What follows belongs to an exercise in optimizing a design on an open flow for small area, a short achievable clock period and few clock cycles per item; a production flow would make more cautious choices.
Function was checked by simulation only, so behaviour that the tests miss may differ from the original.
Power and IR drop assume default switching activity.

==> run a: inputs <==
Design cle_top, start of the top module:
module cle_top (
    input  logic       clk,
    input  logic       reset,
    input  logic [7:0] rom_q,
    output logic [6:0] rom_a,
    output logic [9:0] sram_a,
    output logic [7:0] sram_d,
    output logic       sram_wen,
    output logic       finish
);
    localparam int CW = 5;
    localparam int C  = 1 << CW;
    localparam logic [2:0] PH_CLR  = 3'd0,
                           PH_P1   = 3'd1,
                           PH_RST  = 3'd2,
                           PH_PRE  = 3'd3,
                           PH_P2   = 3'd4,
                           PH_SAVE = 3'd5,
                           PH_FIN  = 3'd6;
    localparam logic [1:0] RS_INIT = 2'd0,
                           RS_R2   = 2'd1,
                           RS_IDLE = 2'd2;
    logic [2:0]  ph, ph_n;
    logic        p1, p2, walk;
    logic        clrp, rstp, savp, prep;    
    logic [7:0]  fa, flim;
    logic        iv1, iv2;
    logic [7:0]  fq [0:3];
    logic [7:0]  fq_kp [0:3];
    logic [7:0]  fq_sh [0:3];
    logic [2:0]  fcnt;
    logic [2:0]  occ;
    logic        flush, issue, push, pop;
    logic [7:0]  bc, blim;
    logic [7:0]  done8;
    logic [2:0]  jcnt;
    logic [31:0] prevB, curB;
    logic        hv;
    logic [7:0]  hbc;
    logic [1:0]  kk;
    logic        skipb, rm, fresh, bm;
    logic        run0, emit, last_in_byte;
  ...
Settings: LEC_CHECK=0, CAP_MARGIN=20, CORE_MARGIN=2, CORE_UTILIZATION=45, SETUP_SLACK_MARGIN=5, SLEW_MARGIN=20, TNS_END_PERCENT=20; clock period 8.0 ns.
run.sh (not shown) runs the stock make flow with config.mk's settings and CLKGATE_MAP_FILE= SYNTH_SCRIPT=/design/flow/synth_recipe.tcl, a recipe that flattens the netlist after the stock synthesis.
==> run b (differences from run a) <==
--- a/flow/design.v
+++ b/flow/design.v
@@ -36,17 +36,16 @@
                            PH_P2   = 3'd4,
                            PH_SAVE = 3'd5,
                            PH_FIN  = 3'd6;
     localparam logic [1:0] RS_INIT = 2'd0,
                            RS_R2   = 2'd1,
                            RS_IDLE = 2'd2;
     logic [2:0]  ph, ph_n;
     logic        p1, p2, walk;
-    logic        clrp, rstp, savp, prep;    
     logic [7:0]  fa, flim;
     logic        iv1, iv2;
     logic [7:0]  fq [0:3];
     logic [7:0]  fq_kp [0:3];
     logic [7:0]  fq_sh [0:3];
     logic [2:0]  fcnt;
     logic [2:0]  occ;
     logic        flush, issue, push, pop;
@@ -79,17 +78,17 @@
     logic [7:0]  qX, qD;
     logic [31:0][7:0] up;
     logic [31:0] poX;
     logic [9:0]  pbw;
     logic        skip_r;
     logic [7:0]  rdX, rdD, crX, crD;
     logic        hitX, hitD;
     logic [7:0]  opA;
-    logic [31:0] mA, relabel;
+    logic [31:0] mA, mD, relabel;
     logic [6:0]  cnt1;
     logic [6:0]  xid, xid_n;
     logic        xfree, xok, xstep, need_x, xchk;
     logic [3:0]  xpart;
     logic        ovf;
     logic [4:0]  rovf, rseg;
     logic [5:0]  endr;
     logic [4:0]  fri, nfr;
@@ -99,18 +98,17 @@
     logic [8:0]  tdata;
     logic [7:0]  tq;
     logic [1:0]  rs;
     logic [8:0]  e_q;
     logic [7:0]  pv_lab;
     logic        pv_root, pv_ok;
     logic [7:0]  cnt;
     logic        useA, useD, isStart;
-    logic        mrgPos, mph, mrg1, dlt, lok_r;
-    logic [7:0]  l_r, w_r;
+    logic        mrgPos, merge, dlt;
     logic [7:0]  w, l;
     logic        untracked, p1start, hold_p1, alloc_t, alloc_x;
     logic [7:0]  lab1;
     logic        p2fg, p2start, hold_p2, consume;
     logic [7:0]  startLab, lab2;
     logic        hold, adv, padv;
     logic        wen_u;
     logic [7:0]  wdat;
@@ -131,17 +129,17 @@
     assign skipb = skip_r;
     assign rm    = p1 || (fresh ? skipb : bm);
     assign rem   = hbc & ~done8;
     assign jlow  = rem & (~rem + 8'd1);
     assign jsel  = rm ? jlow : (8'd1 << jcnt);
     assign run0 = (p1 || p2) && hv && (bc < blim) && padv;
     assign emit = run0 && (rm ? (rem != 8'd0) : 1'b1);
     assign last_in_byte = rm ? ((rem & ~jlow) == 8'd0) : (jcnt == 3'd7);
-    assign pop  = (run0 && last_in_byte) || (prep && hv && (bc < blim));
+    assign pop  = (run0 && last_in_byte) || ((ph == PH_PRE) && hv && (bc < blim));
     assign ohn = {24'd0, jsel} << {kk, 3'd0};
     always_comb begin
         case (kk)
             2'd1:    prevbit = curB[7];
             2'd2:    prevbit = curB[15];
             2'd3:    prevbit = curB[23];
             default: prevbit = 1'b0;
         endcase
@@ -167,111 +165,116 @@
         q = q | {q[30:0], 1'b0};
         q = q | {q[29:0], 2'b0};
         q = q | {q[27:0], 4'b0};
         q = q | {q[23:0], 8'b0};
         q = q | {q[15:0], 16'b0};
         wnext = curB & ~{q[30:0], 1'b0};
     end
     assign walk_fin = walk && wdone && !pv && !qv;
-    assign wbub     = rstp && pv && |(rend & poh);
+    assign wbub     = (ph == PH_RST) && pv && |(rend & poh);
     always_comb begin
         rdX = '0;
         rdD = '0;
         for (int x = 0; x < 32; x++) begin
             rdX = rdX | (up[x] & {8{poX[x]}});
             if (x < 31) rdD = rdD | (up[x+1] & {8{poh[x]}});
         end
     end
     assign hitX = wen_u && |(poX & qoh);
     assign hitD = wen_u && |(poh[30:0] & qoh[31:1]);
     assign crX = hitX ? wdat : rdX;
     assign crD = hitD ? wdat : rdD;
     assign useA    = !qU && (qL || qUL);
     assign useD    = !qU && !(qL || qUL) && qUR;
     assign isStart = !(qU || qL || qUL || qUR);
-    assign mrg1   = mrgPos && !mph;
     assign dlt    = (qD < qX);
+    assign merge  = mrgPos;
     assign w      = dlt ? qD : qX;
     assign l      = dlt ? qX : qD;
     assign untracked = cnt1[CW];
     assign p1start   = p1 && qv && isStart;
     assign need_x    = p1start && untracked;
     assign hold_p1   = need_x && !(xok && xfree);
     assign alloc_t   = p1start && !untracked;
     assign alloc_x   = need_x && xok && xfree;
     assign xstep     = alloc_x || (xok && !xfree);
     assign xid_n     = xstep ? (xid + 7'd1) : xid;
     always_comb begin
         if (qU)             lab1 = qX;
-        else if (useA)      lab1 = mrgPos ? w_r : qX;
+        else if (useA)      lab1 = mrgPos ? w : qX;
         else if (useD)      lab1 = qD;
         else if (untracked) lab1 = {1'b1, xid};
         else                lab1 = {3'b000, 5'(cnt1)};
     end
     assign p2fg     = p2 && qv && qfg;
     assign p2start  = p2fg && isStart;
     assign hold_p2  = p2start && !pv_ok;
     assign consume  = p2start && pv_ok;
     assign startLab = pv_root ? (cnt + 8'd1) : pv_lab;
     always_comb begin
         if (qU || useA) lab2 = qX;
         else if (useD)  lab2 = qD;
         else           lab2 = startLab;
     end
     assign hold = hold_p1 || hold_p2;
-    assign adv  = !hold && !mrg1;
+    assign adv  = !hold;
     assign padv = adv && !mrgPos;
     always_comb begin
         for (int x = 0; x < 32; x++) begin
             mA[x] = (up[x] == opA);
-            relabel[x] = mph && mA[x];
+            mD[x] = (up[x] == qD);
+            relabel[x] = merge && (mA[x] || mD[x]);
         end
     end
     assign wen_u = (p1 && qv && adv) || (p2fg && adv) || (walk && qv);
     always_comb begin
         if (p1)                 wdat = lab1;
         else if (p2)            wdat = lab2;
-        else if (savp)          wdat = {3'b000, fri};
+        else if (ph == PH_SAVE) wdat = {3'b000, fri};
         else                    wdat = tq;
     end
     always_ff @(posedge clk) begin
         for (int x = 0; x < 32; x++) begin
-            if (clrp || (wen_u && qoh[x]) || relabel[x])
-                up[x] <= clrp ? 8'd0 : wdat;
+            if (ph == PH_CLR)
+                up[x] <= '0;
+            else if (wen_u && qoh[x])
+                up[x] <= wdat;
+            else if (relabel[x])
+                up[x] <= w;
         end
     end
-    assign tw_sv = savp && qv && qL;
+    assign tw_sv = (ph == PH_SAVE) && qv && qL;
     always_comb begin
         twe = 1'b1;
         if (alloc_t) begin
             twi = CW'(cnt1);
             twd = {1'b0, 8'(cnt1)};
         end else if (consume) begin
             twi = rk;
             twd = {1'b1, lab2};
         end else if (tw_sv) begin
             twi = CW'(fri);
             twd = {1'b1, qX};
         end else begin
-            twi = l_r[CW-1:0];
-            twd = {1'b0, w_r};
-            twe = mph && lok_r;
+            twi = dlt ? qX[CW-1:0] : qD[CW-1:0];
+            twd = {1'b0, w};
+            twe = merge && (dlt ? (!qX[7] && (qX[4:0] >= nfr)) : (!qD[7] && (qD[4:0] >= nfr)));
         end
     end
     always_ff @(posedge clk) begin
         xpart <= {|mA[31:24], |mA[23:16], |mA[15:8], |mA[7:0]};
     end
     always_ff @(posedge clk) begin
         tw_i <= twi;
         tw_d <= twd;
         if (tw_v) tab[tw_i] <= tw_d;
     end
     always_comb begin
-        if (rstp) begin
+        if (ph == PH_RST) begin
             ridx = CW'(fri);
             tfwd = (tw_i == CW'(fri));
         end else if (rs == RS_R2) begin
             ridx = e_q[CW-1:0];
             tfwd = (tw_i == e_q[CW-1:0]);
         end else if (rs == RS_INIT) begin
             ridx = rk;
             tfwd = (tw_i == rk);
@@ -286,21 +289,21 @@
         if (walk) begin
             if (qv && qUR) fri <= fri + 5'd1;
         end else begin
             fri <= '0;
         end
     end
     assign p1_done  = p1 && (bc == blim) && !pv && !qv;
     assign p2_done  = p2 && (bc == blim) && !pv && !qv;
-    assign pre_done = prep && (bc == blim);
-    assign flush = clrp || p1_done || p2_done || walk_fin || pre_done;
+    assign pre_done = (ph == PH_PRE) && (bc == blim);
+    assign flush = (ph == PH_CLR) || p1_done || p2_done || walk_fin || pre_done;
     assign push  = iv2;
     assign occ   = fcnt + {2'b0, iv1} + {2'b0, iv2};
-    assign issue = !flush && !bw_req && (p1 || p2 || prep) && (fa < flim) &&
+    assign issue = !flush && !bw_req && (p1 || p2 || (ph == PH_PRE)) && (fa < flim) &&
                    (occ < 3'd4);
     always_comb begin
         for (int i = 0; i < 4; i++) begin
             fq_kp[i] = (push && fcnt == 3'(i)) ? rom_q : fq[i];
             if (i < 3) fq_sh[i] = (push && fcnt == 3'(i + 1)) ? rom_q : fq[(i + 1) % 4];
             else       fq_sh[i] = fq[i];
         end
     end
@@ -484,47 +487,41 @@
             xid      <= '0;
             xfree    <= 1'b0;
             xok      <= 1'b0;
             xchk     <= 1'b0;
             tw_v     <= 1'b0;
             p1       <= 1'b0;
             p2       <= 1'b0;
             walk     <= 1'b0;
-            clrp     <= 1'b1;
-            rstp     <= 1'b0;
-            savp     <= 1'b0;
-            prep     <= 1'b0;
             mrgPos   <= 1'b0;
-            mph      <= 1'b0;
             finish   <= 1'b0;
             sram_wen <= 1'b1;
         end else begin
             if (walk) begin
                 if (!wdone && !wbub) pv <= 1'b1;
                 else                 pv <= 1'b0;
             end else if (pre_done || p2_done) begin
                 pv <= 1'b0;
             end else if (padv) begin
                 pv <= emit;
             end
             if (adv) qv <= padv && pv;
-            xchk  <= (ph != PH_CLR) && !mph && !xstep;
+            xchk  <= (ph != PH_CLR) && !mrgPos && !xstep;
             if (ph == PH_CLR) begin
                 xok <= 1'b0;
             end else if (xstep) begin
                 xok <= 1'b0;
             end else if (xchk) begin
                 xok   <= 1'b1;
                 xfree <= (xpart == 4'd0);
             end
             xid <= xid_n;
             tw_v <= twe;
             if (adv) mrgPos <= padv && p1 && pv && !pU && (pL || pUL) && pUR;
-            mph <= mrg1;
             if (p2) begin
                 case (rs)
                     RS_INIT: rs <= RS_R2;
                     RS_R2: begin
                         rs    <= RS_IDLE;
                         pv_ok <= 1'b1;
                     end
                     default: if (consume) begin
@@ -537,55 +534,45 @@
                 pv_ok <= 1'b0;
             end
             if (consume && pv_root) cnt <= cnt + 8'd1;
             sram_wen <= !((p2 && qv && adv) || bw_wr);
             ph   <= ph_n;
             p1   <= (ph_n == PH_P1);
             p2   <= (ph_n == PH_P2);
             walk <= (ph_n == PH_RST) || (ph_n == PH_SAVE);
-            clrp <= (ph_n == PH_CLR);
-            rstp <= (ph_n == PH_RST);
-            savp <= (ph_n == PH_SAVE);
-            prep <= (ph_n == PH_PRE);
             if (ph_n == PH_FIN) finish <= 1'b1;
         end
     end
     always_comb begin
         ph_n = ph;
         case (ph)
             PH_CLR:  ph_n = PH_P1;
             PH_P1:   if (p1_done) ph_n = (rseg == 5'd0) ? PH_P2 : PH_PRE;
             PH_PRE:  if (pre_done) ph_n = PH_RST;
             PH_RST:  if (walk_fin) ph_n = PH_P2;
             PH_P2:   if (p2_done) ph_n = (endr == 6'd32) ? PH_FIN : PH_SAVE;
             PH_SAVE: if (walk_fin) ph_n = PH_P1;
             default: ph_n = PH_FIN;
         endcase
     end
     always_ff @(posedge clk) begin
-        if (mrg1) begin
-            opA   <= l;
-            l_r   <= l;
-            w_r   <= w;
-            lok_r <= !l[7] && (l[4:0] >= nfr);
-        end else begin
-            opA <= {1'b1, xid_n};
-        end
+        if (padv && pv && p1 && !pU && (pL || pUL) && pUR) opA <= crX;
+        else                                              opA <= {1'b1, xid_n};
     end
     always_ff @(posedge clk) begin
         if (p2 && qv && adv) begin
             sram_a <= {qr, qc};
             sram_d <= qfg ? lab2 : 8'd0;
         end else if (bw_wr) begin
             sram_a <= {bw_byte[6:0], bw_j};
             sram_d <= 8'd0;
         end
     end
-    assign bw_act = p1 || walk || prep ||
+    assign bw_act = (ph == PH_P1) || (ph == PH_RST) || (ph == PH_PRE) || (ph == PH_SAVE) ||
                     (p2 && !(qv && adv) && !p2_done);
     assign bw_req = bw_act && !bt1 && !bt2 && !bw_nv && !bw_fa[7];
     assign bw_low = bw_r & (~bw_r + 8'd1);
     assign bw_wr  = bw_act && bw_v && (bw_r != 8'd0);
     assign bw_adv = bw_act && bw_v && ((bw_r & ~bw_low) == 8'd0);
     always_comb begin
         for (int j = 0; j < 8; j++) bw_nbc[j] = !bw_nb[7-j];
         bw_j = 3'd0;
Settings changed: CORE_UTILIZATION 45 to 40, TNS_END_PERCENT 20 to 10.
==> notes.md <==
| quantity | run b | run a |
|---|---|---|
| Routing usage on met3 | 0.104 | 0.0791 |
| Post-Syn Instances | 5,571 | 4,762 |
| Final instance count without filler cells | 7,650 | 6,455 |
| Share of cells above drive strength 1 | 0.162 | 0.151 |
| #FFs+latches synth | 1,020 | 1,039 |
| Total of plain and repair buffers excluding clock buffers | 393 | 292 |
| Status | complete, no violations | complete, no violations |
| Placement Rows | 137 | 126 |
| Routability-driven placement congestion ratio | 1.09 | 1.10 |
| Total area of sequential cells | 0.0259 sq mm | 0.0290 sq mm |
| Count leader, synth | xnor2_1 | edfxtp_1 |
| Number of enable-type register cells in the synthesized netlist | 519 | 789 |
| Count of placed standard cells including taps | 7,220 | 6,096 |
| Sequential share of power | 0.343 | 0.428 |
| Metal-1 WL | 109,000 um | 87,100 um |
| Combined area of the multi-input logic cells | 0.0290 sq mm | 0.0238 sq mm |
| Cell area after placement | 0.0582 sq mm | 0.0551 sq mm |
| Final Core Density | 0.473 | 0.526 |
| Internal power | 16.8 mW | 13.0 mW |
| Vias in the first global route | 46,916 | 41,317 |
| Mean cell area of the mapped netlist | 10.0 sq um | 11.2 sq um |
| Slew Limit Headroom | 0.258 | 0.188 |
| Portion of netlist area occupied by mux cells | 0.0865 | 0.0665 |
| Worst-margin pin slew | 1110 ps | 1210 ps |
| Overall power of the completed layout | 32.8 mW | 21.6 mW |
| Startpoint of the worst hold path | pc[4]$_DFFE_PP_ | bt1$_DFF_PP0_ |
Testbench counts of run a, summed over its fixed seeds: cycles 25,854, items 24.
Testbench counts of run b, summed over its fixed seeds: cycles 25,664, items 24.

## static timing again, ports no longer ideal
How much do the figures lean on ideal ports? The routed layouts below were timed once more, with nothing changed but the port constraints. Step 1 (the two cells are an assumption about what drives the block):
set clk [get_ports {clk}]
set_driving_cell -lib_cell sky130_fd_sc_hd__clkbuf_16 $clk
set_driving_cell -lib_cell sky130_fd_sc_hd__buf_2 [delete_from_list [all_inputs] $clk]
Step 2 times the ports against the registers' clock, not the clock port: input delays grow and output delays shrink by t, the midpoint of the rising clock arrivals with the driver on. Three values: ideal ports, drivers, drivers and shift; two values: the first two.
run	t (ns)	slack for setup (ns)	clock arrival spread, ns	worst register clock-pin slew, ns
run a	0.797	4.688 / 4.688 / 4.688	0.037 / 0.037	0.07 / 0.07
run b	0.844	4.636 / 4.636 / 4.636	0.117 / 0.117	0.07 / 0.07
After both steps every run listed still meets setup and hold.
